This is an optimization exercise on Yosys and OpenROAD, whose aim is small area, not a production implementation. Function was checked by simulation only, so behaviour that the tests miss may differ from the original. Power and IR drop assume default switching activity.

==> flow/design.v <==
module mips_multi #(
  parameter int unsigned ADDR_W   = 32,
  parameter logic [31:0] RESET_PC = 32'h0000_0000
) (
  input  logic              clk,
  input  logic              rst,
  output logic              mem_req,
  output logic              mem_we,
  output logic [ADDR_W-1:0] mem_addr,
  output logic [31:0]       mem_wdata,
  input  logic [31:0]       mem_rdata,
  input  logic              mem_ready,
  output logic              halted,
  output logic [31:0]       retired
);
  localparam logic [3:0] S_CLR = 4'd0;   
  localparam logic [3:0] S_EX1 = 4'd1;   
  localparam logic [3:0] S_EX2 = 4'd2;   
  localparam logic [3:0] S_FW  = 4'd3;   
  localparam logic [3:0] S_LW  = 4'd4;   
  localparam logic [3:0] S_ST  = 4'd5;   
  localparam logic [3:0] S_AL1 = 4'd6;   
  localparam logic [3:0] S_AL2 = 4'd7;   
  localparam logic [3:0] S_HLT = 4'd8;   
  localparam logic [3:0] C_ADD  = 4'd0;
  localparam logic [3:0] C_SUB  = 4'd1;
  localparam logic [3:0] C_AND  = 4'd2;
  localparam logic [3:0] C_OR   = 4'd3;
  localparam logic [3:0] C_SLT  = 4'd4;
  localparam logic [3:0] C_ADDI = 4'd5;
  localparam logic [3:0] C_LW   = 4'd6;
  localparam logic [3:0] C_SW   = 4'd7;
  localparam logic [3:0] C_BEQ  = 4'd8;
  localparam logic [3:0] C_J    = 4'd9;
  localparam logic [3:0] C_JAL  = 4'd10;
  localparam logic [3:0] C_JR   = 4'd11;
  localparam logic [3:0] C_NOP  = 4'd12;
  localparam logic [3:0] C_HALT = 4'd13;
  logic [3:0]  r_state;
  logic [4:0]  r_ph;
  logic [3:0]  r_cls;
  logic [4:0]  r_rs;
  logic [4:0]  r_rt;
  logic        r_sgn;
  logic [31:0] r_x;
  logic [31:0] r_addr;
  logic        r_c;       
  logic        r_pcc;     
  logic        r_kc;      
  logic        r_flag;    
  logic [31:0][31:0] r_ring;
  logic [31:0] r_cnt;
  logic ph0, ph31, ph_ge2, ph_le15, ph_le17, ph_le27;
  assign ph0     = (r_ph == 5'd0);
  assign ph31    = (r_ph == 5'd31);
  assign ph_ge2  = (r_ph >= 5'd2);
  assign ph_le15 = (r_ph <= 5'd15);
  assign ph_le17 = (r_ph <= 5'd17);
  assign ph_le27 = (r_ph <= 5'd27);
  logic st_clr, st_ex1, st_ex2_run, st_st;
  assign st_clr = (r_state == S_CLR);
  assign st_ex1 = (r_state == S_EX1);
  assign st_st  = (r_state == S_ST);
  assign st_ex2_run = (r_state == S_EX2) || (st_st && mem_ready && ph0);
  logic c_rtype, c_add, c_sub, c_and, c_or, c_slt, c_addi, c_lw, c_sw, c_beq, c_j, c_jal, c_jr, c_halt;
  assign c_add  = (r_cls == C_ADD);
  assign c_sub  = (r_cls == C_SUB);
  assign c_and  = (r_cls == C_AND);
  assign c_or   = (r_cls == C_OR);
  assign c_slt  = (r_cls == C_SLT);
  assign c_addi = (r_cls == C_ADDI);
  assign c_lw   = (r_cls == C_LW);
  assign c_sw   = (r_cls == C_SW);
  assign c_beq  = (r_cls == C_BEQ);
  assign c_j    = (r_cls == C_J);
  assign c_jal  = (r_cls == C_JAL);
  assign c_jr   = (r_cls == C_JR);
  assign c_halt = (r_cls == C_HALT);
  assign c_rtype = c_add || c_sub || c_and || c_or || c_slt;
  logic [31:0] q0;         
  logic        p;          
  logic        k;          
  always_comb begin
    for (int i = 0; i < 32; i++) q0[i] = r_ring[i][0];
    q0[0] = 1'b0;
  end
  assign p = r_ring[0][0];
  assign k = r_cnt[0];
  logic a, b;
  assign a = q0[r_rs];
  assign b = q0[r_rt];
  logic immb;
  assign immb = (c_beq ? ph_le17 : ph_le15) ? r_x[0] : r_sgn;
  logic opb, cin, s, cout;
  assign opb  = (c_add ? b : 1'b0) | (c_sub || c_slt ? ~b : 1'b0) | (c_addi || c_lw || c_sw ? immb : 1'b0);
  assign cin  = ph0 ? (c_sub || c_slt) : r_c;
  assign s    = a ^ opb ^ cin;
  assign cout = (a & opb) | (a & cin) | (opb & cin);
  logic ne_all, taken, lt;
  assign ne_all = (!ph0 && r_flag) || (a ^ b);
  assign taken  = !ne_all;                        
  assign lt     = (a ^ b) ? a : s;                
  logic pb, pcin, ps;
  assign pb   = st_ex2_run ? (ph_ge2 && immb) : (r_ph == 5'd2);
  assign pcin = ph0 ? 1'b0 : r_pcc;
  assign ps   = p ^ pb ^ pcin;
  logic npc, pc_we;
  always_comb begin
    npc = ps;
    if (st_ex1 && c_jr) npc = a;
    else if (st_ex1 && (c_j || c_jal)) npc = !ph_ge2 ? 1'b0 : (ph_le27 ? r_x[0] : ps);
    if (st_clr) npc = 1'b0;
  end
  assign pc_we = st_clr || (st_ex1 && !c_halt) || (st_ex2_run && c_beq);
  logic       wen, wbit;
  logic [4:0] wsel;
  assign wsel = c_rtype ? r_x[15:11] : (c_jal ? 5'd31 : r_rt);
  assign wen  = (st_ex1 && (c_add || c_sub || c_and || c_or || c_addi || c_jal)) ||
                (st_ex2_run && (c_slt || c_lw));
  always_comb begin
    wbit = s;
    if (c_and) wbit = a & b;
    else if (c_or) wbit = a | b;
    else if (c_slt) wbit = ph0 && r_flag;
    else if (c_lw) wbit = r_x[0];
    else if (c_jal) wbit = ps;
    if (st_clr) wbit = 1'b0;
  end
  logic [7:0] wdec_hi;
  logic [3:0] wdec_lo;
  always_comb begin
    for (int j = 0; j < 8; j++) wdec_hi[j] = st_clr || (wen && (wsel[4:2] == j[2:0]));
    for (int j = 0; j < 4; j++) wdec_lo[j] = st_clr || (wsel[1:0] == j[1:0]);
  end
  logic anb, aw;
  always_comb begin
    anb = npc;
    if (st_ex1 && (c_lw || c_sw)) anb = s;
    else if (st_ex1 && c_halt) anb = k;
    else if (st_ex2_run) anb = c_beq ? ps : p;
    if (st_clr) anb = 1'b0;
  end
  assign aw = st_clr || st_ex1 || st_ex2_run;
  logic [7:0] adec_hi;
  logic [3:0] adec_lo;
  always_comb begin
    for (int j = 0; j < 8; j++) adec_hi[j] = rst || (aw && (r_ph[4:2] == j[2:0]));
    for (int j = 0; j < 4; j++) adec_lo[j] = rst || (r_ph[1:0] == j[1:0]);
  end
  always_ff @(posedge clk) begin
    for (int i = 0; i < 32; i++)
      if (adec_hi[i / 4] && adec_lo[i % 4]) r_addr[i] <= anb && !rst;
  end
  logic xsh, x_ld;
  assign xsh = (st_ex1 && (c_addi || c_lw || c_sw)) ||
               (st_ex1 && (c_j || c_jal) && ph_ge2) ||
               (st_ex2_run && c_beq && ph_ge2) ||
               (st_ex2_run && c_lw);
  logic pass31, req_end;
  assign pass31 = ph31 && (st_clr || st_ex1 || (r_state == S_EX2));
  assign req_end = st_clr || (r_state == S_EX2) ||
                   (st_ex1 && !c_slt && !c_sw && !c_halt && !(c_beq && taken));
  always_comb begin
    mem_req = 1'b0;
    if (!rst) begin
      if (pass31) mem_req = req_end;
      else if (r_state == S_FW || r_state == S_LW || st_st) mem_req = 1'b1;
    end
  end
  assign mem_we    = st_st;
  assign mem_addr  = {(pass31 ? anb : r_addr[31]), r_addr[30:0]};
  assign mem_wdata = r_x;
  logic is_load_req, acc;
  assign is_load_req = (pass31 && st_ex1 && c_lw) || (r_state == S_LW);
  assign acc   = mem_req && mem_ready;
  assign x_ld  = acc && !st_st;
  logic [5:0] f_op, f_fn;
  logic [3:0] f_cls;
  assign f_op = mem_rdata[31:26];
  assign f_fn = mem_rdata[5:0];
  always_comb begin
    case (f_op)
      6'h00: begin
        case (f_fn)
          6'h20:   f_cls = C_ADD;
          6'h22:   f_cls = C_SUB;
          6'h24:   f_cls = C_AND;
          6'h25:   f_cls = C_OR;
          6'h2A:   f_cls = C_SLT;
          6'h08:   f_cls = C_JR;
          default: f_cls = C_NOP;
        endcase
      end
      6'h08:   f_cls = C_ADDI;
      6'h23:   f_cls = C_LW;
      6'h2B:   f_cls = C_SW;
      6'h04:   f_cls = C_BEQ;
      6'h02:   f_cls = C_J;
      6'h03:   f_cls = C_JAL;
      6'h3F:   f_cls = C_HALT;
      default: f_cls = C_NOP;
    endcase
  end
  assign halted  = (r_state == S_HLT);
  assign retired = r_addr;
  always_ff @(posedge clk) begin
    for (int i = 1; i < 32; i++)
      r_ring[i] <= {(wdec_hi[i / 4] && wdec_lo[i % 4]) ? wbit : r_ring[i][0], r_ring[i][31:1]};
    r_ring[0] <= {pc_we ? npc : p, r_ring[0][31:1]};
  end
  logic kcin;
  assign kcin = ph0 ? (st_ex1 && !c_halt) : r_kc;
  always_ff @(posedge clk) begin
    r_cnt <= {(k ^ kcin) && !st_clr, r_cnt[31:1]};
    r_kc  <= k && kcin && !ph31;
    r_c   <= cout;
    r_pcc <= (p & pb) | (p & pcin) | (pb & pcin);
    if (st_ex1 && c_slt && ph31) r_flag <= lt;
    else if (st_ex1) r_flag <= ne_all;
  end
  always_ff @(posedge clk) begin
    if (x_ld) r_x <= mem_rdata;
    else if (xsh) r_x <= {b, r_x[31:1]};
  end
  logic fetch_acc;
  assign fetch_acc = acc && !st_st && !is_load_req;
  always_ff @(posedge clk) begin
    if (fetch_acc) begin
      r_cls <= f_cls;
      r_rs  <= mem_rdata[25:21];
      r_rt  <= mem_rdata[20:16];
      r_sgn <= mem_rdata[15];
    end
  end
  always_ff @(posedge clk) begin
    if (rst) begin
      r_state <= S_CLR;
      r_ph    <= 5'd0;
    end else begin
      r_ph <= r_ph + 5'd1;
      case (r_state)
        S_CLR: if (ph31) r_state <= mem_ready ? S_EX1 : S_FW;
        S_EX1: if (ph31) begin
          if (c_halt) r_state <= S_HLT;
          else if (c_sw) r_state <= S_ST;
          else if (c_slt || (c_beq && taken)) r_state <= S_EX2;
          else if (c_lw) r_state <= mem_ready ? S_EX2 : S_LW;
          else r_state <= mem_ready ? S_EX1 : S_FW;
        end
        S_EX2: if (ph31) r_state <= mem_ready ? S_EX1 : S_FW;
        S_FW:  if (mem_ready) r_state <= ph31 ? S_EX1 : S_AL1;
        S_LW:  if (mem_ready) r_state <= ph31 ? S_EX2 : S_AL2;
        S_ST:  if (mem_ready) r_state <= ph0 ? S_EX2 : S_AL2;
        S_AL1: if (ph31) r_state <= S_EX1;
        S_AL2: if (ph31) r_state <= S_EX2;
        S_HLT: r_state <= S_HLT;
        default: r_state <= S_CLR;
      endcase
    end
  end
endmodule
==> flow/run.sh <==
#!/bin/bash
# synth_recipe.tcl (not shown) runs the flow's synth.tcl, then flattens the netlist and writes it again
# the make line also repeats each setting of config.mk as NAME=value (left out here)
make -C /OpenROAD-flow-scripts/flow DESIGN_CONFIG=/design/flow/config.mk WORK_HOME=/design/flow/orfs CLKGATE_MAP_FILE= SYNTH_SCRIPT=/design/flow/synth_recipe.tcl finish
==> flow/config.mk <==
export PLATFORM = sky130hd
export DESIGN_NAME = mips_multi
export DESIGN_NICKNAME = mips_multi
export VERILOG_FILES = /design/flow/design.v
export SDC_FILE = /design/flow/constraint.sdc
export NUM_CORES = 4
export LEC_CHECK = 0
export CAP_MARGIN = 20
export CORE_MARGIN = 2
export CORE_UTILIZATION = 40
export CTS_BUF_LIST = sky130_fd_sc_hd__clkbuf_4
export SLEW_MARGIN = 20
==> flow/constraint.sdc <==
create_clock -name core_clock -period 10.0 [get_ports {clk}]
set_input_delay 2.0000 -clock core_clock [delete_from_list [all_inputs] [get_ports {clk}]]
set_output_delay 2.0000 -clock core_clock [all_outputs]
set_load 0.01 [all_outputs]
==> metrics.sh, run 1 <==
LAYOUT.FILLER_CELLS=5881
DRT-PASS1-ITER-COUNT=5
POST-LAYOUT-TOTAL-POWER_mW=8.30
CRIT_PATH_END_KIND='output pin'
TRITONCTS='done'
SYNTH.TOP_CELL.AREA_SHARE_PCT=77.4
TOTAL_LEAKAGE_POWER_nW=13.4
FLOORPLAN.IO_PINS=134
OUTCOME='complete, no violations'
SYN_AVG_CELL_AREA_UM2=16.2
REGTOREGENDPOINT='r_x[11]'
GROUTE.LAYER.MET1.USAGE_PCT=16.0
TIMING.FINAL.CRIT_SHARE_PCT=79.1
ROUTE.VIAS.TOTAL=13200
SKEW_PS=122
LAYOUT_SETUP_WS_PS=2090
FINAL_HOLD_VIOL_COUNT=0
PLACEABLECOREAREA_MM2=0.0685
DRCVIOLATIONCOUNT=0
GRT_SETUP_UNREPAIRED='no'
REG2REGPATHDEPTH=16
CLKSLEWWORSTSETUPHOLDPATHS_PS=60
TIMING.MAX_CAP.VIOLATIONS=0
SYN-INSTANCE-COUNT=1707
TIMING_MAX_TRANSITION_VIOLATIONS_FINAL=0
TIMING.SETUP.CRITICAL_PATH_CLASS='reg -> out'
POST_DRT_VIA_CELL_RATIO=4.20
MULTI_INPUT_COMB_AREA_MM2=0.00336
GRT_FIRST_PASS_WIRELENGTH_MM=68.0
FMAX_GHz=0.126
SYNTH_TOP_FLOP_CELL='dfxtp_1'
R2R_SETUP_SLACK_PS=3930
CRITICAL_PATH_REQUIRED_PS=8000
MET2_USAGE_PCT=17.2
VDD_IR_DROP_MAX_uV=109
FINAL_TNS_SETUP_PS=0
CTS_RESIZED=0
YS_SEQ_AREA_SHARE_PCT=86.1
ANTENNA_VIOLATING_NETS_POST_ROUTE=0
POST_DRT_WL_PER_CELL_UM=13.5
FIRST_ELEMENT_OF_THE_CRITICAL_PATH='r_cls[1]'
CP.ARRIVAL_PS=5910
DIE_AREA_MM2=0.0712
TIMING_WORST_SLEW_PIN_VALUE_PS=1030
ROUTABILITYCONGESTION=0.789
PLACEMENT.CELL_AREA_MM2=0.0297
MOST_COMMON_CELL_IN_THE_NETLIST='dfxtp_1'
STDCELL_AREA_MM2=0.0331
HPWL_AFTER_DETAILED_PLACEMENT_MM=25.1
SYNTH.AREA.TOP_CELLS='dfxtp_1 77%, edfxtp_1 8.7%, mux2i_1 1.8%'
FLOORPLAN.DIE.WIDTH_UM=267
SETUP.WORST_PATH.END='mem_addr[31]'
PORT_BUF_INSERTS=133
SYNTH_CELL_TYPES=71
PWR_DENSITY_CELL_mW_PER_MM2=251
ROWS=96
GRT.MET3_USAGE_PCT=4.43
REGTOREGSTARTPOINT='r_rs[2]'
SYNTH_ENABLE_FLOP_CELLS=80
LAYOUT_MIN_CYCLE_TIME_PS=7910
START_UTIL_PCT=40.3
DRT-INITIAL-DRC-COUNT=681
WORST_SKEW_PAIR.LATE_LATENCY_PS=1040
ANTENNA_VIOLATIONS_BEFORE_REPAIR=2
RELSLEWSLACK_PCT=31.3
SEQUENTIAL_CELL_AREA_MM2=0.0238
SYNTH.FF_LATCH_COUNT=1148
PLACE_WS_PS=2220
GRT-OVFL-TOTAL=0
GRT.TOTAL_USAGE_PCT=12.2
Y_DIMENSION_OF_THE_DIE_UM=267
GRT_PASS1_VIAS=13500
NUMBER_OF_CLOCK_BUFFERS_INSERTED_BY_TRITONCTS=285
POST_SYNTH_ARST_SHARE_PCT=0
YOSYS_WARNINGS=1
TIMING.CRITICAL_PATH.FANOUT_MAX=18
POST_SYNTH_MOST_FREQUENT_CELLS='1068 x dfxtp_1, 80 x edfxtp_1, 78 x nand2_1, 69 x nor2_1, 51 x mux2i_1'
ROUTED_WL_MM=42.3
TIMING.HOLD.WORST.CLASS='reg -> reg'
SYNTHESIS.NETS=1754
POST-CTS-SETUP-BUFFER-COUNT=0
SYNTH.LARGEST_AREA_CELL='dfxtp_1'
CLOCK_TREE_BUFFER_DEPTH=4
AREA_GROWTH_PCT=19.9
CTS_ROOT_BUFFER='clkbuf_4'
NON_FILLER_INSTANCES=3137
NETS=2111
SETUP-VIOLATIONS-FINAL=0
CTSHOLDBUFFERS=0
GRT_START_MAX_NET_PINS=37
PLACE_INST=2659
DRIVE_ABOVE_1_SHARE_PCT=21.5
GRT_BUSIEST_LAYER='met2'
MAPPEDNETLISTAREA_MM2=0.0276
CTS_HTREE_LEVELS=5
STARTPOINT_TYPE='flop'
CLOCK-SINKS=1148
-- logic make-up (layout without fill, tap and decap cells) --
logic type / after synthesis / after routing / synth area share [%]
muxes: 90 / 90 / 3.95
and+or+nand+nor: 256 / 256 / 4.56
adders and majority gates: 12 / 12 / 0.598
DFF: 1148 / 1148 / 86.1
xor gates and xnor gates: 6 / 6 / 0.190
buffers and inverters: 86 / 626 / 1.76
other: 0 / 8 / 0
AOI/OAI and AO/OA: 109 / 109 / 2.84
-- cell usage in the layout, fill, tap and decap left out, drive strengths merged, types with 5 or more instances in the layout --
| master | netlist | layout |
|---|---|---|
| a2111oi | 6 | 6 |
| a21oi | 27 | 27 |
| a221oi | 7 | 7 |
| a31oi | 11 | 11 |
| and2 | 13 | 13 |
| buf | 47 | 6 |
| clkbuf | 22 | 413 |
| clkdlybuf4s50 | 0 | 133 |
| clkinv | 0 | 50 |
| dfxtp | 1068 | 1068 |
| diode | 0 | 8 |
| edfxtp | 80 | 80 |
| ha | 10 | 10 |
| inv | 17 | 21 |
| mux2 | 36 | 36 |
| mux2i | 51 | 51 |
| nand2 | 78 | 78 |
| nand2b | 10 | 10 |
| nand3 | 18 | 18 |
| nor2 | 70 | 70 |
| nor2b | 26 | 26 |
| nor3 | 9 | 9 |
| nor4b | 5 | 5 |
| o211ai | 5 | 5 |
| o21ai | 13 | 13 |
| o22a | 5 | 5 |
| or3 | 6 | 6 |
-- sequential cells by signal (all words and copies together), names as in the netlist --
signal and flops:
r_flag 1, r_c 1, r_rs 5, r_addr 32, r_kc 1, r_x 32
r_ring 1024, r_pcc 1, r_cnt 32, r_ph 5, r_sgn 1, r_state 4
r_cls 4, r_rt 5
-- area by class of cell --
cell class,count,area share [%]
Clock inverter,57,0.926
Timing Repair Buffer,139,4.16
Sequential cell,1148,71.8
Antenna cell,8,0.0605
Tap cell,882,3.33
Inverter,17,0.193
Clock buffer,413,9.36
Multi-Input combinational cell,473,10.1
-- power breakdown --
part | switching [mW] | leakage (nW) | internal [mW]
registers | 0.00616 | 9.35 | 4.63
logic | 0.0427 | 1.95 | 0.0447
clock network | 1.62 | 2.06 | 1.96
total | 1.67 | 13.4 | 6.63
-- worst max-delay path, cell delays in order (launching register included) --
cell	delay, ps
edfxtp_1	660
nor4b_1	950
o211ai_1	210
a31oi_1	250
mux2_2	380
nor2_1	100
nor2_1	80
fa_1	540
and3_1	210
a221o_1	310
o211ai_1	210
a31oi_1	120
o21ai_0	170
o21bai_1	160
a31oi_1	130
clkdlybuf4s50_1	510
-- stage by stage --
stage / hold WS [ps] / utilization, %
after global placement: 310 / 43.4
after floorplan: 310 / -
after global routing: 235 / 48.3
after detailed placement: 312 / 43.4
final: 264 / 48.4
after CTS: 237 / 48.3
-- worst min-delay path by stage --
stage | from | to | slack, ps | cells past startpoint
2_1_floorplan | r_cnt[1] | r_cnt[0] | 310 | 0
3_3_place_gp | r_ring[772] | r_ring[771] | 310 | 0
3_5_place_dp | r_ring[518] | r_ring[517] | 310 | 0
4_1_cts | r_ring[130] | r_ring[129] | 240 | 0
5_1_grt | r_ring[130] | r_ring[129] | 230 | 0
6_report | r_ring[130] | r_ring[129] | 260 | 0
-- routing by layer --
| metal | wire length (um) | vias to the layer above |
|---|---|---|
| li1 | - | 6514 |
| met1 | 20700 | 6208 |
| met2 | 18300 | 361 |
| met3 | 2440 | 82 |
| met4 | 875 | 0 |
| met5 | 0 | - |
==> inputs of run 2 (changes only) <==
--- a/flow/config.mk
+++ b/flow/config.mk
@@ -10,3 +10,3 @@
 export CORE_UTILIZATION = 40
-export CTS_BUF_LIST = sky130_fd_sc_hd__clkbuf_4
+export CTS_BUF_LIST = sky130_fd_sc_hd__clkbuf_8
 export SLEW_MARGIN = 20
==> run 2 against run 1 <==
Core utilization decreased by 0.24 points. First-iteration DRC count increased by 1.8%. Register-to-register slack about the same. Combinational power about the same. Via count decreased by 6.0%. Synthesized cell count unchanged. Synthesized area unchanged. Sequential power about the same. Setup slack improved by 77 ps. Count of clock-buffer cells in the layout decreased by 221. Still clean on timing, DRC and antenna. Clock skew decreased by 84 ps. Critical path type is now in -> out. Highest routed layer unchanged. Global-route usage decreased by 0.30 points.
==> metrics.sh, run 2 <==
CLKSLEWWORSTSETUPHOLDPATHS_PS=60  # about the same
LARGEST_REGISTER_FF_COUNT=1024  # unchanged
GRT_PASS1_VIAS=12400  # -7.9%
HPWL_AFTER_DETAILED_PLACEMENT_MM=25.1  # unchanged
AREA_GROWTH_PCT=19.3
SYNTH.FF_LATCH_COUNT=1148  # unchanged
RELSLEWSLACK_PCT=31.2  # -0.14 points
ROUTE.VIAS.TOTAL=12400  # -6.0%
REGMOSTFLOPS='r_ring'
POST_DRT_VIA_CELL_RATIO=4.20  # about the same
NETS=1989  # -5.8%
GRT_START_MAX_NET_PINS=37  # unchanged
CLOCK_TREE_BUFFER_DEPTH=3  # -1
CTS_HTREE_LEVELS=4  # -1
CRITICAL_PATH.CELL_CHAIN='clkdlybuf4s50_1 -> a32oi_1 -> a21oi_1 -> a21oi_1 -> nor2_1 -> fa_1 -> and3_1 -> a221o_1 -> o211ai_1 -> a31oi_1 -> o21ai_0 -> o21bai_1 -> a31oi_1 -> clkdlybuf4s50_1'
NON_FILLER_INSTANCES=2947  # -6.1%
PLACE_INST=2659  # unchanged
FLOORPLAN.DIE.WIDTH_UM=267  # unchanged
NUMBER_OF_CLOCK_BUFFERS_INSERTED_BY_TRITONCTS=163  # -43%
FINAL_TNS_SETUP_PS=0  # unchanged
SYNTH.LARGEST_AREA_CELL='dfxtp_1'
SYNTH.AREA.TOP_CELLS='dfxtp_1 77%, edfxtp_1 8.7%, mux2i_1 1.8%'
POST_SYNTH_MOST_FREQUENT_CELLS='1068 x dfxtp_1, 80 x edfxtp_1, 78 x nand2_1, 69 x nor2_1, 51 x mux2i_1'
REGTOREGENDPOINT='r_x[1]'
CTSHOLDBUFFERS=0  # unchanged
DRT-INITIAL-DRC-COUNT=693  # +1.8%
SYN_AVG_CELL_AREA_UM2=16.2  # unchanged
POST_DRT_WL_PER_CELL_UM=14.1  # +4.5%
ROUTABILITYCONGESTION=0.789  # unchanged
SYN-INSTANCE-COUNT=1707  # unchanged
STARTPOINT_TYPE='input port'
GRT-OVFL-TOTAL=0  # unchanged
ROUTED_WL_MM=41.5  # -1.9%
DIE_AREA_MM2=0.0712  # unchanged
TRITONCTS='done'
POST-CTS-SETUP-BUFFER-COUNT=0  # unchanged
CTS_RESIZED=0  # unchanged
TIMING_WORST_SLEW_PIN_VALUE_PS=1030  # +2.04 ps
GRT_FIRST_PASS_WIRELENGTH_MM=65.7  # -3.4%
ANTENNA_VIOLATING_NETS_POST_ROUTE=0  # unchanged
PORT_BUF_INSERTS=133  # unchanged
SYNTH_ENABLE_FLOP_CELLS=80  # unchanged
CRITICAL-PATH-MAX-STAGE-DELAY_PS=650  # -300 ps
PLACEABLECOREAREA_MM2=0.0685  # unchanged
PLACEMENT.CELL_AREA_MM2=0.0297  # unchanged
WORST_SKEW_PAIR.LATE_LATENCY_PS=770  # -270 ps
YOSYS_WARNINGS=1  # unchanged
TIMING.CRITICAL_PATH.SLOWEST_STAGE_CELL='a32oi_1'
SKEW_PS=38.8  # -83.7 ps
SETUP.WORST_PATH.END='mem_addr[31]'
CP.ARRIVAL_PS=5830  # -80 ps
CRITICAL_PATH_REQUIRED_PS=8000  # about the same
CRIT_PATH_END_KIND='output pin'
SETUP-VIOLATIONS-FINAL=0  # unchanged
REGTOREGSTARTPOINT='r_rs[2]'
VDD_IR_DROP_MAX_uV=129  # +19%
MAPPEDNETLISTAREA_MM2=0.0276  # unchanged
STDCELL_AREA_MM2=0.0329  # -0.50%
ANTENNA_VIOLATIONS_BEFORE_REPAIR=0  # -2
TOTAL_LEAKAGE_POWER_nW=13.2  # -1.3%
FINAL_HOLD_VIOL_COUNT=0  # unchanged
MOSTFREQUENTLAYOUTCELLS='1068 x dfxtp_1, 192 x clkbuf_8, 133 x clkdlybuf4s50_1, 80 x edfxtp_1, 78 x nand2_1'
LAYOUT_SETUP_WS_PS=2170  # +77.3 ps
FIRST_ELEMENT_OF_THE_CRITICAL_PATH='mem_ready'
ROWS=96  # unchanged
PLACE_WS_PS=2220  # unchanged
SYNTH.TOP_CELL.AREA_SHARE_PCT=77.4  # unchanged
MOST_COMMON_CELL_AFTER_LAYOUT_FILL_AND_TAPS_ASIDE='dfxtp_1'
TIMING.SETUP.CRITICAL_PATH_CLASS='in -> out'
Y_DIMENSION_OF_THE_DIE_UM=267  # unchanged
GRT_SETUP_UNREPAIRED='no'
DRCVIOLATIONCOUNT=0  # unchanged
TIMING_MAX_TRANSITION_VIOLATIONS_FINAL=0  # unchanged
SYNTHESIS.NETS=1754  # unchanged
DRIVE_ABOVE_1_SHARE_PCT=13.6  # -8.0 points
PWR_DENSITY_CELL_mW_PER_MM2=250  # -0.43%
MOST_COMMON_CELL_IN_THE_NETLIST='dfxtp_1'
TIMING.CRITICAL_PATH.FANOUT_MAX=7  # -11
REG2REGPATHDEPTH=16  # unchanged
SYNTH_TOP_FLOP_CELL='dfxtp_1'
START_UTIL_PCT=40.3  # unchanged
R2R_SETUP_SLACK_PS=3930  # about the same
TIMING.MAX_CAP.VIOLATIONS=0  # unchanged
YS_SEQ_AREA_SHARE_PCT=86.1  # unchanged
OUTCOME='complete, no violations'
TIMING.FINAL.CRIT_SHARE_PCT=78.3  # -0.77 points
FLOORPLAN.IO_PINS=134  # unchanged
CLOCK-SINKS=1148  # unchanged
CTS_ROOT_BUFFER='clkbuf_8'
POST_SYNTH_ARST_SHARE_PCT=0  # unchanged
TIMING.HOLD.WORST.CLASS='reg -> reg'
DRT-PASS1-ITER-COUNT=5  # unchanged
SYNTH_CELL_TYPES=71  # unchanged
GRT.TOTAL_USAGE_PCT=11.9  # -0.30 points
LAYOUT_MIN_CYCLE_TIME_PS=7830  # -77.3 ps
FMAX_GHz=0.128  # +0.99%
[run 2: cell types whose count changed in the layout (fill, tap and decap cells not counted), sizes merged]
| cell | previous run | this run |
|---|---|---|
| clkbuf | 413 | 192 |
| clkinv | 50 | 20 |
| clkinvlp | 0 | 2 |
| diode | 8 | 3 |
| inv | 21 | 85 |
[run 2: metal layers]
metal | part of all wire, % | global-route usage, % | wire length, um | up-vias
met5 | 0 | 0 | 0 | -
met4 | 2.0 | 5.19 | 823 | 0
met3 | 6.6 | 4.45 | 2730 | 77
met2 | 42 | 16.9 | 17400 | 335
met1 | 50 | 16.2 | 20600 | 5853
li1 | - | - | - | 6112
[run 2: where the power goes]
part	switching (mW)	internal, mW
sequential	0.00613	4.63
clock	1.65	1.85
combinational	0.0426	0.0447
[run 2: final cells by class]
class	count	area [um^2]
sequential	1148	23800
clock inverter	93	611
tap	882	1100
clock buffer	192	2640
multi-input combinational	473	3360
timing repair buffer	139	1380
inverter	17	63.8
fill	5778	35500
antenna	3	7.51
[run 2: worst min path at each step]
stage / start / end / slack (ps) / depth (start not counted)
global placement: r_ring[772] / r_ring[771] / 310 / 0
global route: r_ring[627] / r_ring[626] / 300 / 0
CTS: r_ring[691] / r_ring[690] / 290 / 0
finish: r_ring[759] / r_ring[758] / 300 / 0
detailed placement: r_ring[518] / r_ring[517] / 310 / 0
floorplan: r_cnt[1] / r_cnt[0] / 310 / 0
[run 2: cells by family (layout without fill, tap and decap cells)]
family | after synthesis | count (layout) | synth area share (%)
buffers and inverters | 86 | 441 | 1.76
other | 0 | 3 | 0
adders and majority gates | 12 | 12 | 0.598
xor gates and xnor gates | 6 | 6 | 0.190
muxes | 90 | 90 | 3.95
DFF | 1148 | 1148 | 86.1
AOI/OAI and AO/OA | 109 | 109 | 2.84
and+or+nand+nor | 256 | 256 | 4.56
[run 2: per-stage QoR]
stage / hold WS, ps / utilization (%) / power (mW)
3_5_place_dp: 312 / 43.4 / 4.82
3_3_place_gp: 310 / 43.4 / 4.82
2_1_floorplan: 310 / - / 4.78
4_1_cts: 294 / 48.1 / 8.36
5_1_grt: 302 / 48.1 / 8.58
6_report: 296 / 48.1 / 8.23
[run 2: worst max-delay path: cells and delay by family]
family | cells | cell delay, ps
and+or+nand+nor | 2 | 280
adders and majority gates | 1 | 550
AOI/OAI and AO/OA | 9 | 2000
buffers and inverters | 2 | 990
==> inputs of run 3 (changes only) <==
--- a/flow/config.mk
+++ b/flow/config.mk
@@ -11,2 +11,4 @@
 export CTS_BUF_LIST = sky130_fd_sc_hd__clkbuf_8
+export CTS_CLUSTER_DIAMETER = 50
+export CTS_CLUSTER_SIZE = 20
 export SLEW_MARGIN = 20
==> run 3 against run 2 <==
Flip-flop and latch count is the same. Sequential share of layout area grew 3.6 points. Largest cell class unchanged. Global-route usage shrank 0.73 points. Synthesized cell count unchanged. Register-to-register slack gained 20 ps. Total power decreased by 13%. Non-clock buffer count stayed put. Combinational power shrank 0.5%.
==> metrics.sh, run 3 <==
PLACE_WS_PS=2220  # unchanged
SKEW_PS=57.5  # +18.7 ps
CP.ARRIVAL_PS=5810  # -20 ps
SYN_AVG_CELL_AREA_UM2=16.2  # unchanged
GRT_START_MAX_NET_PINS=37  # unchanged
POST-LAYOUT-TOTAL-POWER_mW=7.12  # -13%
CTS_ROOT_BUFFER='clkbuf_8'
SYNTH.AREA.TOP_CELLS='dfxtp_1 77%, edfxtp_1 8.7%, mux2i_1 1.8%'
HPWL_AFTER_DETAILED_PLACEMENT_MM=25.1  # unchanged
POST-CTS-SETUP-BUFFER-COUNT=0  # unchanged
DRCVIOLATIONCOUNT=0  # unchanged
GRT.TOTAL_USAGE_PCT=11.2  # -0.73 points
VDD_IR_DROP_MAX_uV=147  # +14%
DRIVE_ABOVE_1_SHARE_PCT=9.44  # -4.1 points
ROUTE.VIAS.TOTAL=11800  # -4.7%
SYNTH_CELL_TYPES=71  # unchanged
CTS_RESIZED=0  # unchanged
PORT_BUF_INSERTS=133  # unchanged
RELSLEWSLACK_PCT=32.7  # +1.5 points
ANTENNA_VIOLATIONS_BEFORE_REPAIR=0  # unchanged
FLOORPLAN.DIE.WIDTH_UM=267  # unchanged
LARGEST_REGISTER_FF_COUNT=1024  # unchanged
PLACEABLECOREAREA_MM2=0.0685  # unchanged
FLOORPLAN.IO_PINS=134  # unchanged
SYNTH.FF_LATCH_COUNT=1148  # unchanged
ROWS=96  # unchanged
WORST_SKEW_PAIR.LATE_LATENCY_PS=710  # -60 ps
SEQUENTIAL_CELL_AREA_MM2=0.0238  # unchanged
SETUP-VIOLATIONS-FINAL=0  # unchanged
MULTI_INPUT_COMB_AREA_MM2=0.00336  # unchanged
CRIT_PATH_END_KIND='output pin'
MOST_COMMON_CELL_IN_THE_NETLIST='dfxtp_1'
FINAL_TNS_SETUP_PS=0  # unchanged
TIMING_WORST_SLEW_PIN_VALUE_PS=1010  # -22.3 ps
ROUTED_WL_MM=39.7  # -4.3%
SYNTH_TOP_FLOP_CELL='dfxtp_1'
TIMING.CRITICAL_PATH.FANOUT_MAX=7  # unchanged
STARTPOINT_TYPE='input port'
POST_SYNTH_ARST_SHARE_PCT=0  # unchanged
PLACEMENT.CELL_AREA_MM2=0.0297  # unchanged
NON_FILLER_INSTANCES=2789  # -5.4%
POSTLAYOUTCOREUTIL_PCT=45.8  # -2.3 points
FMAX_GHz=0.128  # +0.27%
POST_DRT_VIA_CELL_RATIO=4.23  # +0.74%
MOSTFREQUENTLAYOUTCELLS='1068 x dfxtp_1, 133 x clkdlybuf4s50_1, 85 x clkbuf_8, 80 x edfxtp_1, 78 x nand2_1'
MOST_COMMON_CELL_AFTER_LAYOUT_FILL_AND_TAPS_ASIDE='dfxtp_1'
STDCELL_AREA_MM2=0.0314  # -4.7%
HOLD_WS_PS=302  # +6.47 ps
CLKSLEWWORSTSETUPHOLDPATHS_PS=100  # +40 ps
LAYOUT_MIN_CYCLE_TIME_PS=7810  # -20.7 ps
REGMOSTFLOPS='r_ring'
TOTAL_LEAKAGE_POWER_nW=12.2  # -7.7%
OUTCOME='complete, no violations'
SYNTH.LARGEST_AREA_CELL='dfxtp_1'
CLOCK_TREE_BUFFER_DEPTH=3  # unchanged
DIE_AREA_MM2=0.0712  # unchanged
TIMING.SETUP.CRITICAL_PATH_CLASS='in -> out'
START_UTIL_PCT=40.3  # unchanged
POST_DRT_WL_PER_CELL_UM=14.2  # +1.1%
TIMING.MAX_CAP.VIOLATIONS=0  # unchanged
NETS=1906  # -4.2%
PWR_DENSITY_CELL_mW_PER_MM2=227  # -9.2%
INSERTEDDIODECOUNT=0  # -3
GRT_PASS1_VIAS=11400  # -8.1%
PLACE_INST=2659  # unchanged
SYN-INSTANCE-COUNT=1707  # unchanged
CTS_HTREE_LEVELS=3  # -1
ANTENNA_VIOLATING_NETS_POST_ROUTE=0  # unchanged
AREA_GROWTH_PCT=13.6
SYNTH.TOP_CELL.AREA_SHARE_PCT=77.4  # unchanged
LAYOUT.FILLER_CELLS=5890  # +1.9%
TIMING.FINAL.CRIT_SHARE_PCT=78.1  # -0.21 points
POST_SYNTH_MOST_FREQUENT_CELLS='1068 x dfxtp_1, 80 x edfxtp_1, 78 x nand2_1, 69 x nor2_1, 51 x mux2i_1'
ROUTABILITYCONGESTION=0.789  # unchanged
Y_DIMENSION_OF_THE_DIE_UM=267  # unchanged
TRITONCTS='done'
DRT-PASS1-ITER-COUNT=6  # +1
GRT_SETUP_UNREPAIRED='no'
FINAL_HOLD_VIOL_COUNT=0  # unchanged
MAPPEDNETLISTAREA_MM2=0.0276  # unchanged
DRT-INITIAL-DRC-COUNT=736  # +6.2%
SYNTH_ENABLE_FLOP_CELLS=80  # unchanged
SYNTHESIS.NETS=1754  # unchanged
YOSYS_WARNINGS=1  # unchanged
MET2_WIRELENGTH_MM=16.5  # -5.3%
CTSHOLDBUFFERS=0  # unchanged
TIMING_MAX_TRANSITION_VIOLATIONS_FINAL=0  # unchanged
NUMBER_OF_CLOCK_BUFFERS_INSERTED_BY_TRITONCTS=80  # -51%
ROUTE.MET3.WL_MM=2.37  # -13%
ROUTED_METAL_1_WIRELENGTH_MM=20.1  # -2.5%
CRITICAL_PATH_REQUIRED_PS=8000  # about the same
YS_SEQ_AREA_SHARE_PCT=86.1  # unchanged
LAYOUT_SETUP_WS_PS=2190  # +20.7 ps
TIMING.HOLD.WORST.CLASS='reg -> reg'
HIGHEST-SIGNAL-LAYER='met4'
GRT-OVFL-TOTAL=0  # unchanged
CLOCK-SINKS=1148  # unchanged
GRT_FIRST_PASS_WIRELENGTH_MM=62.3  # -5.2%
-- run 3: kinds of logic after synthesis --
family,synth area share [%]
buffers and inverters,1.76
XOR/XNOR,0.190
adder cells (fa/ha/maj),0.598
flip-flops,86.1
AND/OR/NAND/NOR,4.56
multiplexers,3.95
AO/OA/AOI/OAI,2.84
-- run 3: path summary, 6_finish.rpt --
kind / start / to / slack, ps / depth (start not counted)
worst max-delay path: mem_ready / mem_addr[31] / 2190 / 14
worst min-delay path: r_ring[272] / r_ring[271] / 300 / 0
worst max register to register: r_rs[2] / r_x[11] / 3950 / 16
worst min register to register: r_ring[272] / r_ring[271] / 300 / 0
-- run 3: layout make-up --
type | instances | share of cell area [%]
flip-flops and latches | 1148 | 75.8
multi-input cells | 473 | 10.7
repair buffers | 139 | 4.39
clock buffers | 85 | 3.73
well taps | 882 | 3.52
clock inverters | 45 | 1.69
inverters | 17 | 0.203
-- run 3: layer usage --
layer	vias up	track usage [%]
li1	5884	-
met1	5592	16.0
met2	265	16.4
met3	59	2.78
met4	0	4.16
met5	-	0
-- run 3: critical path: stages --
cell and delay, ps:
clkdlybuf4s50_1 480, a32oi_1 660, a21oi_1 80, a21oi_1 160
nor2_1 70, fa_1 540, and3_1 210, a221o_1 310
o211ai_1 210, a31oi_1 120, o21ai_0 160, o21bai_1 160
a31oi_1 130, clkdlybuf4s50_1 510
-- run 3: report_power, final --
| part | internal [mW] | switching [mW] | total [mW] |
|---|---|---|---|
| registers | 4.62 | 0.00608 | 4.63 |
| clock network | 0.945 | 1.46 | 2.40 |
| logic | 0.0446 | 0.0422 | 0.0869 |
==> inputs of run 4 (changes only) <==
--- a/flow/config.mk
+++ b/flow/config.mk
@@ -10,5 +10,5 @@
 export CORE_UTILIZATION = 40
-export CTS_BUF_LIST = sky130_fd_sc_hd__clkbuf_8
-export CTS_CLUSTER_DIAMETER = 50
-export CTS_CLUSTER_SIZE = 20
+export CTS_BUF_LIST = sky130_fd_sc_hd__clkbuf_16
+export CTS_CLUSTER_DIAMETER = 80
+export CTS_CLUSTER_SIZE = 30
 export SLEW_MARGIN = 20
==> run 4 against run 3 <==
Still clean. Setup slack got worse by 20 ps. Global-route usage is 0.19 points lower. First-iteration DRC count up 12%. Non-clock buffer count unchanged. Critical path depth unchanged. Flip-flop and latch count stayed put. Sequential power barely moved. Combinational power is essentially flat. Total power down 1.1%. Register-to-register slack worse by 20 ps. Critical path type unchanged.
==> metrics.sh, run 4 <==
OUTCOME='complete, no violations'
MULTI_INPUT_COMB_AREA_MM2=0.00336  # unchanged
ROUTED_WL_MM=39.2  # -1.2%
LAYOUT.FILLER_CELLS=5900  # +0.17%
PWR_DENSITY_CELL_mW_PER_MM2=226  # -0.54%
ROUTABILITYCONGESTION=0.789  # unchanged
HOLD_DEPTH=0  # unchanged
GRT_START_MAX_NET_PINS=37  # unchanged
AREA_GROWTH_PCT=13.0
CLKSLEWWORSTSETUPHOLDPATHS_PS=100  # about the same
SYNTH.MUX.AREA_FRACTION_PCT=3.95  # unchanged
CTSHOLDBUFFERS=0  # unchanged
PLACEABLECOREAREA_MM2=0.0685  # unchanged
REGTOREGSTARTPOINT='r_rs[2]'
SKEW_PS=22.4  # -35.1 ps
MOST_COMMON_CELL_IN_THE_NETLIST='dfxtp_1'
GRT.TOTAL_USAGE_PCT=11.0  # -0.19 points
START_UTIL_PCT=40.3  # unchanged
TIMING_MAX_TRANSITION_VIOLATIONS_FINAL=0  # unchanged
SYNTH_XOR_XNOR_AREA_SHARE_PCT=0.190  # unchanged
ROWS=96  # unchanged
SYNTH.FF_LATCH_COUNT=1148  # unchanged
NETS=1875  # -1.6%
TIMING_WORST_SLEW_PIN_VALUE_PS=1020  # +8.00 ps
SYNTH.TOP_CELL.AREA_SHARE_PCT=77.4  # unchanged
FINAL_TNS_SETUP_PS=0  # unchanged
MOSTFREQUENTLAYOUTCELLS='1068 x dfxtp_1, 133 x clkdlybuf4s50_1, 80 x edfxtp_1, 78 x nand2_1, 69 x nor2_1'
FINAL_HOLD_VIOL_COUNT=0  # unchanged
DRCVIOLATIONCOUNT=0  # unchanged
SYNTH_CELL_TYPES=71  # unchanged
LARGEST_FAMILY_OF_LOGIC_CELLS_BY_SYNTHESIZED_AREA='simple AND/OR/NAND/NOR gates'
SYNTH.AREA.TOP_CELLS='dfxtp_1 77%, edfxtp_1 8.7%, mux2i_1 1.8%'
DIE_AREA_MM2=0.0712  # unchanged
CP.ARRIVAL_PS=5830  # +20 ps
LARGEST_REGISTER_FF_COUNT=1024  # unchanged
FLOORPLAN.DIE.WIDTH_UM=267  # unchanged
CELL_FAMILY_CONTRIBUTING_THE_MOST_DELAY_ON_THE_CRITICAL_PATH='compound AO/OA/AOI/OAI gates'
REG2REGPATHDEPTH=16  # unchanged
TOTAL_LEAKAGE_POWER_nW=12.1  # -0.99%
ANTENNA_VIOLATIONS_BEFORE_REPAIR=0  # unchanged
TIMING.CRITICAL_PATH.FANOUT_MAX=7  # unchanged
CTS_RESIZED=0  # unchanged
STARTPOINT_TYPE='input port'
PORT_BUF_INSERTS=133  # unchanged
NON_FILLER_INSTANCES=2729  # -2.2%
LAYOUT_SETUP_WS_PS=2170  # -19.7 ps
CLOCK-SINKS=1148  # unchanged
CTS_ROOT_BUFFER='clkbuf_16'
SYNTHESIS.NETS=1754  # unchanged
REGMOSTFLOPS='r_ring'
CLOCK_TREE_BUFFER_DEPTH=3  # unchanged
TIMING.FINAL.CRIT_SHARE_PCT=78.3  # +0.20 points
ANTENNA_VIOLATING_NETS_POST_ROUTE=0  # unchanged
GRT_FIRST_PASS_WIRELENGTH_MM=61.7  # -0.93%
POST_DRT_VIA_CELL_RATIO=4.25  # +0.56%
R2R_SETUP_SLACK_PS=3930  # -20 ps
TIMING.HOLD.WORST.CLASS='reg -> reg'
PLACE_INST=2659  # unchanged
PLACE_WS_PS=2220  # unchanged
DRT-PASS1-ITER-COUNT=6  # unchanged
Y_DIMENSION_OF_THE_DIE_UM=267  # unchanged
CRITICAL_PATH.N_BUFFERS_INVERTERS=2  # unchanged
MOST_COMMON_CELL_AFTER_LAYOUT_FILL_AND_TAPS_ASIDE='dfxtp_1'
HOLD_WS_PS=316  # +13.6 ps
WORST_SKEW_PAIR.LATE_LATENCY_PS=610  # -100 ps
POWER.SHARE.SWITCHING_PCT=19.9  # -1.2 points
POWER_FRAC_CLOCK_PCT=33.0  # -0.7 points
CRITICAL_PATH.CELL_CHAIN='clkdlybuf4s50_1 -> a32oi_1 -> a21oi_1 -> a21oi_1 -> nor2_1 -> fa_1 -> and3_1 -> a221o_1 -> o211ai_1 -> a31oi_1 -> o21ai_0 -> o21bai_1 -> a31oi_1 -> clkdlybuf4s50_1'
SYNTHADDERAREAFRAC_PCT=0.598  # unchanged
P_SW_mW=1.40  # -6.8%
VDD_IR_DROP_MAX_uV=146  # -0.74%
MAPPEDNETLISTAREA_MM2=0.0276  # unchanged
POST_DRT_WL_PER_CELL_UM=14.4  # +0.96%
RELSLEWSLACK_PCT=32.1  # -0.53 points
WHS_ENDPOINT='r_ring[729]'
REGTOREGENDPOINT='r_x[8]'
POWER.INTERNAL_mW=5.64  # +0.48%
CRITICAL_PATH_REQUIRED_PS=8000  # about the same
POST-LAYOUT-TOTAL-POWER_mW=7.04  # -1.1%
SEQUENTIAL_CELL_AREA_MM2=0.0238  # unchanged
POST_SYNTH_ARST_SHARE_PCT=0  # unchanged
DRT-INITIAL-DRC-COUNT=827  # +12%
GRT-OVFL-TOTAL=0  # unchanged
NUMBER_OF_CLOCK_BUFFERS_INSERTED_BY_TRITONCTS=49  # -39%
POST_SYNTH_MOST_FREQUENT_CELLS='1068 x dfxtp_1, 80 x edfxtp_1, 78 x nand2_1, 69 x nor2_1, 51 x mux2i_1'
GRT_SETUP_UNREPAIRED='no'
POST_SYNTH_SIMPLE_GATE_AREA_PCT=4.56  # unchanged
FLOORPLAN.IO_PINS=134  # unchanged
DRIVE_ABOVE_1_SHARE_PCT=6.51  # -2.9 points
YS_SEQ_AREA_SHARE_PCT=86.1  # unchanged
SYNTH.LARGEST_AREA_CELL='dfxtp_1'
SYNTH_TOP_FLOP_CELL='dfxtp_1'
TIMING.SETUP.CRITICAL_PATH_CLASS='in -> out'
COMBPWRFRAC_PCT=1.2  # about the same
CTS_HTREE_LEVELS=2  # -1
CRIT_PATH_END_KIND='output pin'
LAYOUT_MIN_CYCLE_TIME_PS=7830  # +19.7 ps
TIMING.CRITICAL_PATH.SLOWEST_STAGE_CELL='a32oi_1'
SETUP-VIOLATIONS-FINAL=0  # unchanged
ROUTE.VIAS.TOTAL=11600  # -1.6%
HOLD_PATH_STARTPOINT='r_ring[730]'
FMAX_GHz=0.128  # -0.25%
TRITONCTS='done'
POST-CTS-SETUP-BUFFER-COUNT=0  # unchanged
SEQUENTIALPOWERSHARE_PCT=65.7  # +0.7 points
YOSYS_WARNINGS=1  # unchanged
SYNTH_AREA_IN_COMPOUND_GATES_PCT=2.84  # unchanged
TIMING.MAX_CAP.VIOLATIONS=0  # unchanged
HPWL_AFTER_DETAILED_PLACEMENT_MM=25.1  # unchanged
GRT_PASS1_VIAS=11100  # -3.2%
CRITICAL-PATH-MAX-STAGE-DELAY_PS=660  # about the same
SYNTH_ENABLE_FLOP_CELLS=80  # unchanged
SYN-INSTANCE-COUNT=1707  # unchanged
SYN_AVG_CELL_AREA_UM2=16.2  # unchanged
## run 4: cell types whose count changed in the layout (fill, tap and decap cells not counted)
cell        before  now
clkinv_16        0    2
clkbuf_8        85    0
bufinv_16        3    0
diode_2          0    3
inv_8            4    2
inv_6            4    0
inv_1           22   19
clkbuf_16        0   51
clkinv_8         4    5
clkinvlp_4       6    0
clkinv_2         7    0
inv_12           7    0
## run 4: per-stage QoR
step	utilization [%]	area [um^2]
floorplan	-	27600
global placement	43.4	29700
detailed placement	43.4	29700
CTS	45.6	31200
global route	45.6	31200
finish	45.6	31200
## run 4: how the worst max path moves through the flow
stage	from	end	slack, ps	depth (start not counted)
after global routing	mem_ready	mem_addr[31]	1980	14
after CTS	mem_ready	mem_addr[31]	2180	14
after global placement	mem_ready	mem_addr[31]	2220	14
after detailed placement	mem_ready	mem_addr[31]	2220	14
final	mem_ready	mem_addr[31]	2170	14
after floorplan	mem_ready	mem_addr[31]	3710	12
## run 4: per-layer routing
metal	GRT usage, %	routed length [um]	vias up
li1	-	-	5791
met5	0	0	-
met1	16.2	20200	5501
met2	16.2	16300	259
met3	2.49	2100	60
met4	2.90	709	0
## run 4: final cells by class
cell class              count  area share (%)
well taps                 882            3.53
multi-input cells         473            10.7
diodes                      3          0.0240
clock inverters            16           0.818
repair buffers            139            4.41
inverters                  17           0.204
clock buffers              51            4.09
flip-flops and latches   1148            76.2
## run 4: worst reg2reg max path, stage by stage (launching register included)
cell	delay, ps
edfxtp_1	800
mux2_2	410
o311ai_0	320
a221oi_1	90
a22oi_1	160
o311ai_0	160
buf_4	200
inv_1	100
ha_1	230
a2111oi_4	80
nor2_2	150
a21oi_2	90
a2111oi_2	450
nor3b_4	920
buf_4	500
or3_1	640
buf_4	420
## run 4: power groups by stage
stage / Sequential (mW) / Combinational (mW) / Clock (mW)
floorplan: 4.74 / 0.0400 / 0
global placement: 4.74 / 0.0870 / 0
detailed placement: 4.74 / 0.0872 / 0
CTS: 4.63 / 0.0878 / 2.42
global route: 4.63 / 0.0950 / 2.59
finish: 4.63 / 0.0870 / 2.33
## run 4: kinds of logic (layout without fill, tap and decap cells)
family          count (synthesis)  count (layout)
mux                            90              90
compound gates                109             109
other cells                     0               3
xor+xnor                        6               6
fa+ha+maj                      12              12
flops                        1148            1148
buf+inv                        86             223
simple gates                  256             256
==> inputs of run 5 (changes only) <==
--- a/flow/config.mk
+++ b/flow/config.mk
@@ -10,5 +10,2 @@
 export CORE_UTILIZATION = 40
-export CTS_BUF_LIST = sky130_fd_sc_hd__clkbuf_16
-export CTS_CLUSTER_DIAMETER = 80
-export CTS_CLUSTER_SIZE = 30
 export SLEW_MARGIN = 20
==> run 5 against run 4 <==
Non-clock buffer count did not move. Global-route usage is 0.67 points higher. Total power grew 23%. Combinational power about the same. Clock power up 69%. Critical path depth stayed put. Largest cell class unchanged.
==> metrics.sh, run 5 <==
SYNTH_TOP_FLOP_CELL='dfxtp_1'
DRIVE_ABOVE_1_SHARE_PCT=11.5  # +5.0 points
TIMING.MAX_CAP.VIOLATIONS=0  # unchanged
GRT_PASS1_VIAS=11800  # +7.1%
SKEW_PS=97.1  # +74.8 ps
Y_DIMENSION_OF_THE_DIE_UM=267  # unchanged
DRCVIOLATIONCOUNT=0  # unchanged
FINAL_TNS_SETUP_PS=0  # unchanged
RELSLEWSLACK_PCT=31.8  # -0.33 points
SETUP-VIOLATIONS-FINAL=0  # unchanged
COMBPWRFRAC_PCT=1.0  # -0.2 points
SYN_AVG_CELL_AREA_UM2=16.2  # unchanged
POST_SYNTH_ARST_SHARE_PCT=0  # unchanged
NUMBER_OF_CLOCK_BUFFERS_INSERTED_BY_TRITONCTS=101  # +110%
GROUTE.LAYER.MET1.USAGE_PCT=16.2  # +0.033 points
MULTI_INPUT_COMB_AREA_MM2=0.00336  # unchanged
GRT_START_MAX_NET_PINS=37  # unchanged
CRIT_PATH_END_KIND='output pin'
GRT_FIRST_PASS_WIRELENGTH_MM=64.9  # +5.1%
SYNTH_CELL_TYPES=71  # unchanged
MOST_COMMON_CELL_AFTER_LAYOUT_FILL_AND_TAPS_ASIDE='dfxtp_1'
TIMING.CRITICAL_PATH.FANOUT_MAX=7  # unchanged
ROWS=96  # unchanged
HPWL_AFTER_DETAILED_PLACEMENT_MM=25.1  # unchanged
MOST_COMMON_CELL_IN_THE_NETLIST='dfxtp_1'
TIMING_MAX_TRANSITION_VIOLATIONS_FINAL=0  # unchanged
POST_DRT_WL_PER_CELL_UM=14.5  # +0.61%
MOSTFREQUENTLAYOUTCELLS='1068 x dfxtp_1, 133 x clkdlybuf4s50_1, 103 x clkbuf_16, 80 x edfxtp_1, 78 x nand2_1'
P_SW_mW=1.70  # +21%
GRT-OVFL-TOTAL=0  # unchanged
DRT-INITIAL-DRC-COUNT=766  # -7.4%
POST_SYNTH_MOST_FREQUENT_CELLS='1068 x dfxtp_1, 80 x edfxtp_1, 78 x nand2_1, 69 x nor2_1, 51 x mux2i_1'
ROUTE.VIAS.TOTAL=12100  # +4.3%
SYNTHESIS.NETS=1754  # unchanged
CP.ARRIVAL_PS=5810  # -20 ps
FLOORPLAN.IO_PINS=134  # unchanged
LARGEST_REGISTER_FF_COUNT=1024  # unchanged
PLACE_INST=2659  # unchanged
CLKSLEWWORSTSETUPHOLDPATHS_PS=60  # -40 ps
LAYOUT.FILLER_CELLS=5708  # -3.3%
SYNTH_ENABLE_FLOP_CELLS=80  # unchanged
TIMING_WORST_SLEW_PIN_VALUE_PS=1020  # +4.95 ps
MET2_USAGE_PCT=17.2  # +0.95 points
SYNTH.AREA.TOP_CELLS='dfxtp_1 77%, edfxtp_1 8.7%, mux2i_1 1.8%'
YS_SEQ_AREA_SHARE_PCT=86.1  # unchanged
OUTCOME='complete, no violations'
MAPPEDNETLISTAREA_MM2=0.0276  # unchanged
CTSHOLDBUFFERS=0  # unchanged
CTS_RESIZED=0  # unchanged
GRT.TOTAL_USAGE_PCT=11.7  # +0.67 points
TIMING.HOLD.WORST.CLASS='reg -> reg'
POWER.SHARE.SWITCHING_PCT=19.6  # -0.27 points
FLOORPLAN.DIE.WIDTH_UM=267  # unchanged
SYNTH.TOP_CELL.AREA_SHARE_PCT=77.4  # unchanged
ANTENNA_VIOLATING_NETS_POST_ROUTE=0  # unchanged
ROUTABILITYCONGESTION=0.789  # unchanged
SEQUENTIALPOWERSHARE_PCT=53.6  # -12 points
SEQUENTIAL_CELL_AREA_MM2=0.0238  # unchanged
PWR_DENSITY_CELL_mW_PER_MM2=260  # +15%
DRT-PASS1-ITER-COUNT=5  # -1
NETS=1927  # +2.8%
LAYOUT_MIN_CYCLE_TIME_PS=7810  # -21.8 ps
CLOCK_TREE_BUFFER_DEPTH=3  # unchanged
PORT_BUF_INSERTS=133  # unchanged
WORST_SKEW_PAIR.LATE_LATENCY_PS=690  # +80 ps
VDD_IR_DROP_MAX_uV=158  # +8.3%
ANTENNA_VIOLATIONS_BEFORE_REPAIR=0  # unchanged
TRITONCTS='done'
POWER.INTERNAL_mW=6.95  # +23%
TIMING.SETUP.CRITICAL_PATH_CLASS='in -> out'
POWER_FRAC_CLOCK_PCT=45.4  # +12 points
CRITICAL_PATH_REQUIRED_PS=8000  # about the same
POST-CTS-SETUP-BUFFER-COUNT=0  # unchanged
DIE_AREA_MM2=0.0712  # unchanged
GRT_BUSIEST_LAYER='met2'
GRT_SETUP_UNREPAIRED='no'
START_UTIL_PCT=40.3  # unchanged
STARTPOINT_TYPE='input port'
SYN-INSTANCE-COUNT=1707  # unchanged
POST_DRT_VIA_CELL_RATIO=4.25  # -0.15%
TOTAL_LEAKAGE_POWER_nW=13.0  # +8.2%
FINAL_HOLD_VIOL_COUNT=0  # unchanged
ROUTED_WL_MM=41.2  # +5.1%
TIMING.FINAL.CRIT_SHARE_PCT=78.1  # -0.22 points
NON_FILLER_INSTANCES=2851  # +4.5%
SYNTH.LARGEST_AREA_CELL='dfxtp_1'
FMAX_GHz=0.128  # +0.28%
GRT.MET3_USAGE_PCT=3.22  # +0.73 points
CTS_ROOT_BUFFER='clkbuf_16'
PLACEABLECOREAREA_MM2=0.0685  # unchanged
AREA_GROWTH_PCT=20.4
REGMOSTFLOPS='r_ring'
SYNTH.FF_LATCH_COUNT=1148  # unchanged
YOSYS_WARNINGS=1  # unchanged
CTS_HTREE_LEVELS=3  # +1
CLOCK-SINKS=1148  # unchanged
run 5: cell count changes in the layout (fill, tap and decap cells not counted), sizes merged:
cell,delta
clkinv,+17
bufinv,+6
clkinvlp,+4
inv,-3
diode,-1
clkbuf,+99
run 5: worst paths after layout:
kind	startpoint	endpoint	slack, ps	cells past startpoint
setup reg to reg	r_rs[2]	r_x[5]	3930	16
hold reg to reg	r_ring[872]	r_ring[871]	260	0
setup / recovery	mem_ready	mem_addr[31]	2190	14
hold / removal	r_ring[872]	r_ring[871]	260	0
run 5: worst max-delay path, cell delays in order:
cell and delay, ps:
clkdlybuf4s50_1 480, a32oi_1 650, a21oi_1 80, a21oi_1 160, nor2_1 70, fa_1 540, and3_1 210, a221o_1 310
o211ai_1 210, a31oi_1 120, o21ai_0 160, o21bai_1 160, a31oi_1 130, clkdlybuf4s50_1 510
run 5: final cells by class:
cell class,count,area share (%)
Sequential cell,1148,71.5
Multi-Input combinational cell,473,10.1
Clock buffer,150,9.06
Timing Repair Buffer,139,4.14
Tap cell,882,3.32
Clock inverter,40,1.69
Inverter,17,0.192
Antenna cell,2,0.0150
run 5: logic make-up (layout without fill, tap and decap cells):
kind of cell	count (synthesis)	after routing	synth area share (%)
and+or+nand+nor	256	256	4.56
muxes	90	90	3.95
AOI/OAI and AO/OA	109	109	2.84
xor gates and xnor gates	6	6	0.190
DFF	1148	1148	86.1
other	0	2	0
adders and majority gates	12	12	0.598
buffers and inverters	86	346	1.76
run 5: metal layers:
metal  vias up  wire [um]
met5         -          0
met4         0        770
met3        63       2620
met2       305      17500
met1      5788      20300
li1       5956          -
run 5: stage by stage:
stage                     hold slack [ps]  cell area (um^2)  setup WS (ps)  util (%)  power [mW]
after floorplan                       310             27600           3710         -        4.78
after global placement                310             29700           2220      43.4        4.82
after detailed placement              312             29700           2220      43.4        4.82
after CTS                             251             33300           2180      48.6        8.76
after global routing                  264             33300           1980      48.6        8.97
final                                 263             33300           2190      48.6        8.65
run 5: power by group through the flow:
stage               logic [mW]  clock network (mW)  registers [mW]
detailed placement      0.0872                   0            4.74
CTS                     0.0880                4.04            4.63
global route            0.0952                4.25            4.63
finish                  0.0873                3.93            4.63
global placement        0.0870                   0            4.74
floorplan               0.0400                   0            4.74
==> inputs of run 6 (changes only) <==
--- a/flow/config.mk
+++ b/flow/config.mk
@@ -7,5 +7,8 @@
 export LEC_CHECK = 0
-export CAP_MARGIN = 20
+export CAP_MARGIN = 0
 export CORE_MARGIN = 2
 export CORE_UTILIZATION = 40
-export SLEW_MARGIN = 20
+export CTS_BUF_LIST = sky130_fd_sc_hd__clkbuf_8
+export CTS_CLUSTER_DIAMETER = 60
+export CTS_CLUSTER_SIZE = 22
+export SLEW_MARGIN = 0
==> run 6 against run 5 <==
Flip-flop and latch count stayed put. Total power shrank 22%. Cell count fell by 3.2%. Count of clock-buffer cells in the layout fell by 81. Critical path depth unchanged. Clock power shrank 48%. Cell area fell by 7.0%. Combinational power is essentially flat. Wire length shrank 4.6%. Global-route usage fell by 0.56 points. Largest cell class unchanged.
==> metrics.sh, run 6 <==
NON_FILLER_INSTANCES=2759  # -3.2%
SYNTH.MUX.AREA_FRACTION_PCT=3.95  # unchanged
TRITONCTS='done'
CRITICAL_PATH_REQUIRED_PS=8000  # about the same
DRIVE_ABOVE_1_SHARE_PCT=8.00  # -3.5 points
PLACEMENT.CELL_AREA_MM2=0.0297  # unchanged
DRCVIOLATIONCOUNT=0  # unchanged
CRITICAL_PATH.CELL_CHAIN='clkdlybuf4s50_1 -> a32oi_1 -> a21oi_1 -> a21oi_1 -> nor2_1 -> fa_1 -> and3_1 -> a221o_1 -> o211ai_1 -> a31oi_1 -> o21ai_0 -> o21bai_1 -> a31oi_1 -> clkdlybuf4s50_1'
WORST_SKEW_PAIR.LATE_LATENCY_PS=690  # about the same
SYNTH_AREA_IN_COMPOUND_GATES_PCT=2.84  # unchanged
NUMBER_OF_CLOCK_BUFFERS_INSERTED_BY_TRITONCTS=68  # -33%
ANTENNA_VIOLATING_NETS_POST_ROUTE=0  # unchanged
DRT-INITIAL-DRC-COUNT=776  # +1.3%
YOSYS_WARNINGS=1  # unchanged
ROWS=96  # unchanged
LAYOUT_SETUP_WS_PS=2190  # -5.98 ps
TIMING_WORST_SLEW_PIN_VALUE_PS=1020  # -3.36 ps
TIMING.SETUP.CRITICAL_PATH_CLASS='in -> out'
NETS=1894  # -1.7%
TIMING.HOLD.WORST.CLASS='reg -> reg'
LARGEST_FAMILY_OF_LOGIC_CELLS_BY_SYNTHESIZED_AREA='simple AND/OR/NAND/NOR gates'
CRITICAL_PATH.N_BUFFERS_INVERTERS=2  # unchanged
GRT_START_MAX_NET_PINS=37  # unchanged
PORT_BUF_INSERTS=133  # unchanged
POST_DRT_VIA_CELL_RATIO=4.28  # +0.66%
CTSHOLDBUFFERS=0  # unchanged
CTS_RESIZED=0  # unchanged
TIMING_MAX_TRANSITION_VIOLATIONS_FINAL=0  # unchanged
FMAX_GHz=0.128  # about the same
ROUTED_WL_MM=39.3  # -4.6%
ROUTE.MET3.WL_MM=2.30  # -12%
TIMING.CRITICAL_PATH.SLOWEST_STAGE_CELL='a32oi_1'
CLOCK_TREE_BUFFER_DEPTH=3  # unchanged
MAPPEDNETLISTAREA_MM2=0.0276  # unchanged
ROUTE.VIAS.TOTAL=11800  # -2.6%
CLOCK-SINKS=1148  # unchanged
MET2_WIRELENGTH_MM=16.3  # -6.9%
STARTPOINT_TYPE='input port'
POST_SYNTH_SIMPLE_GATE_AREA_PCT=4.56  # unchanged
MOST_COMMON_CELL_AFTER_LAYOUT_FILL_AND_TAPS_ASIDE='dfxtp_1'
REGTOREGSTARTPOINT='r_rs[2]'
GRT.TOTAL_USAGE_PCT=11.1  # -0.56 points
CLKSLEWWORSTSETUPHOLDPATHS_PS=110  # +50 ps
POST_SYNTH_ARST_SHARE_PCT=0  # unchanged
PWR_DENSITY_CELL_mW_PER_MM2=219  # -16%
SYNTH.TOP_CELL.AREA_SHARE_PCT=77.4  # unchanged
HOLD_WS_PS=310  # +46.7 ps
CTS_HTREE_LEVELS=3  # unchanged
SYNTHESIS.NETS=1754  # unchanged
LAYOUT_MIN_CYCLE_TIME_PS=7810  # +5.98 ps
SYNTH_ENABLE_FLOP_CELLS=80  # unchanged
SYNTH_XOR_XNOR_AREA_SHARE_PCT=0.190  # unchanged
RELSLEWSLACK_PCT=32.0  # +0.22 points
REGMOSTFLOPS='r_ring'
CRIT_PATH_END_KIND='output pin'
FLOORPLAN.IO_PINS=134  # unchanged
ROUTABILITYCONGESTION=0.789  # unchanged
FIRST_ELEMENT_OF_THE_CRITICAL_PATH='mem_ready'
POST_DRT_WL_PER_CELL_UM=14.3  # -1.5%
YS_SEQ_AREA_SHARE_PCT=86.1  # unchanged
FINAL_TNS_SETUP_PS=0  # unchanged
CTS_ROOT_BUFFER='clkbuf_8'
MOST_COMMON_CELL_IN_THE_NETLIST='dfxtp_1'
SYN_AVG_CELL_AREA_UM2=16.2  # unchanged
CRITICAL-PATH-MAX-STAGE-DELAY_PS=650  # about the same
SYNTH.LARGEST_AREA_CELL='dfxtp_1'
GRT_SETUP_UNREPAIRED='no'
TOTAL_LEAKAGE_POWER_nW=11.9  # -8.4%
HPWL_AFTER_DETAILED_PLACEMENT_MM=25.1  # unchanged
SKEW_PS=32.5  # -64.6 ps
SYNTH.AREA.TOP_CELLS='dfxtp_1 77%, edfxtp_1 8.7%, mux2i_1 1.8%'
DRT-PASS1-ITER-COUNT=7  # +2
GRT_FIRST_PASS_WIRELENGTH_MM=61.9  # -4.6%
SYNTHADDERAREAFRAC_PCT=0.598  # unchanged
POST-LAYOUT-TOTAL-POWER_mW=6.76  # -22%
CELL_FAMILY_CONTRIBUTING_THE_MOST_DELAY_ON_THE_CRITICAL_PATH='compound AO/OA/AOI/OAI gates'
MOSTFREQUENTLAYOUTCELLS='1068 x dfxtp_1, 133 x clkdlybuf4s50_1, 80 x edfxtp_1, 78 x nand2_1'
GRT_PASS1_VIAS=11300  # -4.9%
TIMING.MAX_CAP.VIOLATIONS=0  # unchanged
TIMING.FINAL.CRIT_SHARE_PCT=78.1  # about the same
HOLD_PATH_STARTPOINT='r_ring[730]'
AREA_GROWTH_PCT=11.9
POST_SYNTH_MOST_FREQUENT_CELLS='1068 x dfxtp_1, 80 x edfxtp_1, 78 x nand2_1, 69 x nor2_1, 51 x mux2i_1'
SYNTH_CELL_TYPES=71  # unchanged
OUTCOME='complete, no violations'
TIMING.CRITICAL_PATH.FANOUT_MAX=7  # unchanged
SYNTH.FF_LATCH_COUNT=1148  # unchanged
START_UTIL_PCT=40.3  # unchanged
PLACE_INST=2659  # unchanged
CP.ARRIVAL_PS=5810  # about the same
POST-CTS-SETUP-BUFFER-COUNT=0  # unchanged
LAYOUT.FILLER_CELLS=5956  # +4.3%
VDD_IR_DROP_MAX_uV=132  # -17%
Y_DIMENSION_OF_THE_DIE_UM=267  # unchanged
DIE_AREA_MM2=0.0712  # unchanged
SYN-INSTANCE-COUNT=1707  # unchanged
STDCELL_AREA_MM2=0.0309  # -7.0%
PLACE_WS_PS=2220  # unchanged
FINAL_HOLD_VIOL_COUNT=0  # unchanged
ANTENNA_VIOLATIONS_BEFORE_REPAIR=0  # unchanged
ROUTED_METAL_1_WIRELENGTH_MM=19.9  # -2.3%
HIGHEST-SIGNAL-LAYER='met4'
SETUP-VIOLATIONS-FINAL=0  # unchanged
SYNTH_TOP_FLOP_CELL='dfxtp_1'
FLOORPLAN.DIE.WIDTH_UM=267  # unchanged
POSTLAYOUTCOREUTIL_PCT=45.2  # -3.4 points
PLACEABLECOREAREA_MM2=0.0685  # unchanged
LARGEST_REGISTER_FF_COUNT=1024  # unchanged
GRT-OVFL-TOTAL=0  # unchanged
-- run 6: cell counts after synthesis --
Identical to the previous run, type by type.
-- run 6: worst paths after layout --
kind	end	slack, ps	cells after the start
hold reg to reg	r_ring[729]	310	0
setup reg to reg	r_x[8]	3910	16
hold / removal	r_ring[729]	310	0
setup / recovery	mem_addr[31]	2190	14
-- run 6: layout make-up --
type	instances	area, um^2	area share (%)
Sequential cell	1148	23800	76.9
Multi-Input combinational cell	473	3360	10.9
Timing Repair Buffer	139	1380	4.45
Tap cell	882	1100	3.57
Clock buffer	69	950	3.07
Clock inverter	30	289	0.935
Inverter	17	63.8	0.206
Antenna cell	1	2.50	0.00809
-- run 6: kinds of logic (layout without fill, tap and decap cells) --
| kind of cell | after synthesis | count (layout) |
|---|---|---|
| buffers and inverters | 86 | 255 |
| other | 0 | 1 |
| DFF | 1148 | 1148 |
| adders and majority gates | 12 | 12 |
| muxes | 90 | 90 |
| AOI/OAI and AO/OA | 109 | 109 |
| and+or+nand+nor | 256 | 256 |
| xor gates and xnor gates | 6 | 6 |
-- run 6: layer usage --
| layer | vias to the layer above | GRT usage, % |
|---|---|---|
| li1 | 5828 | - |
| met1 | 5605 | 16.0 |
| met2 | 292 | 16.1 |
| met3 | 73 | 2.97 |
| met4 | 0 | 3.64 |
| met5 | - | 0 |
-- run 6: power breakdown --
| group | switching [mW] | internal [mW] |
|---|---|---|
| clock | 1.33 | 0.713 |
| sequential | 0.00610 | 4.63 |
| combinational | 0.0424 | 0.0446 |
| total | 1.38 | 5.38 |

Setup slack of run 6, layout unchanged: 2.185 ns with ideal ports, 2.142 ns with driving cells assumed (clock clkbuf_16, inputs buf_2), 2.142 ns with port delays also shifted by the 0.712 ns mid clock arrival.
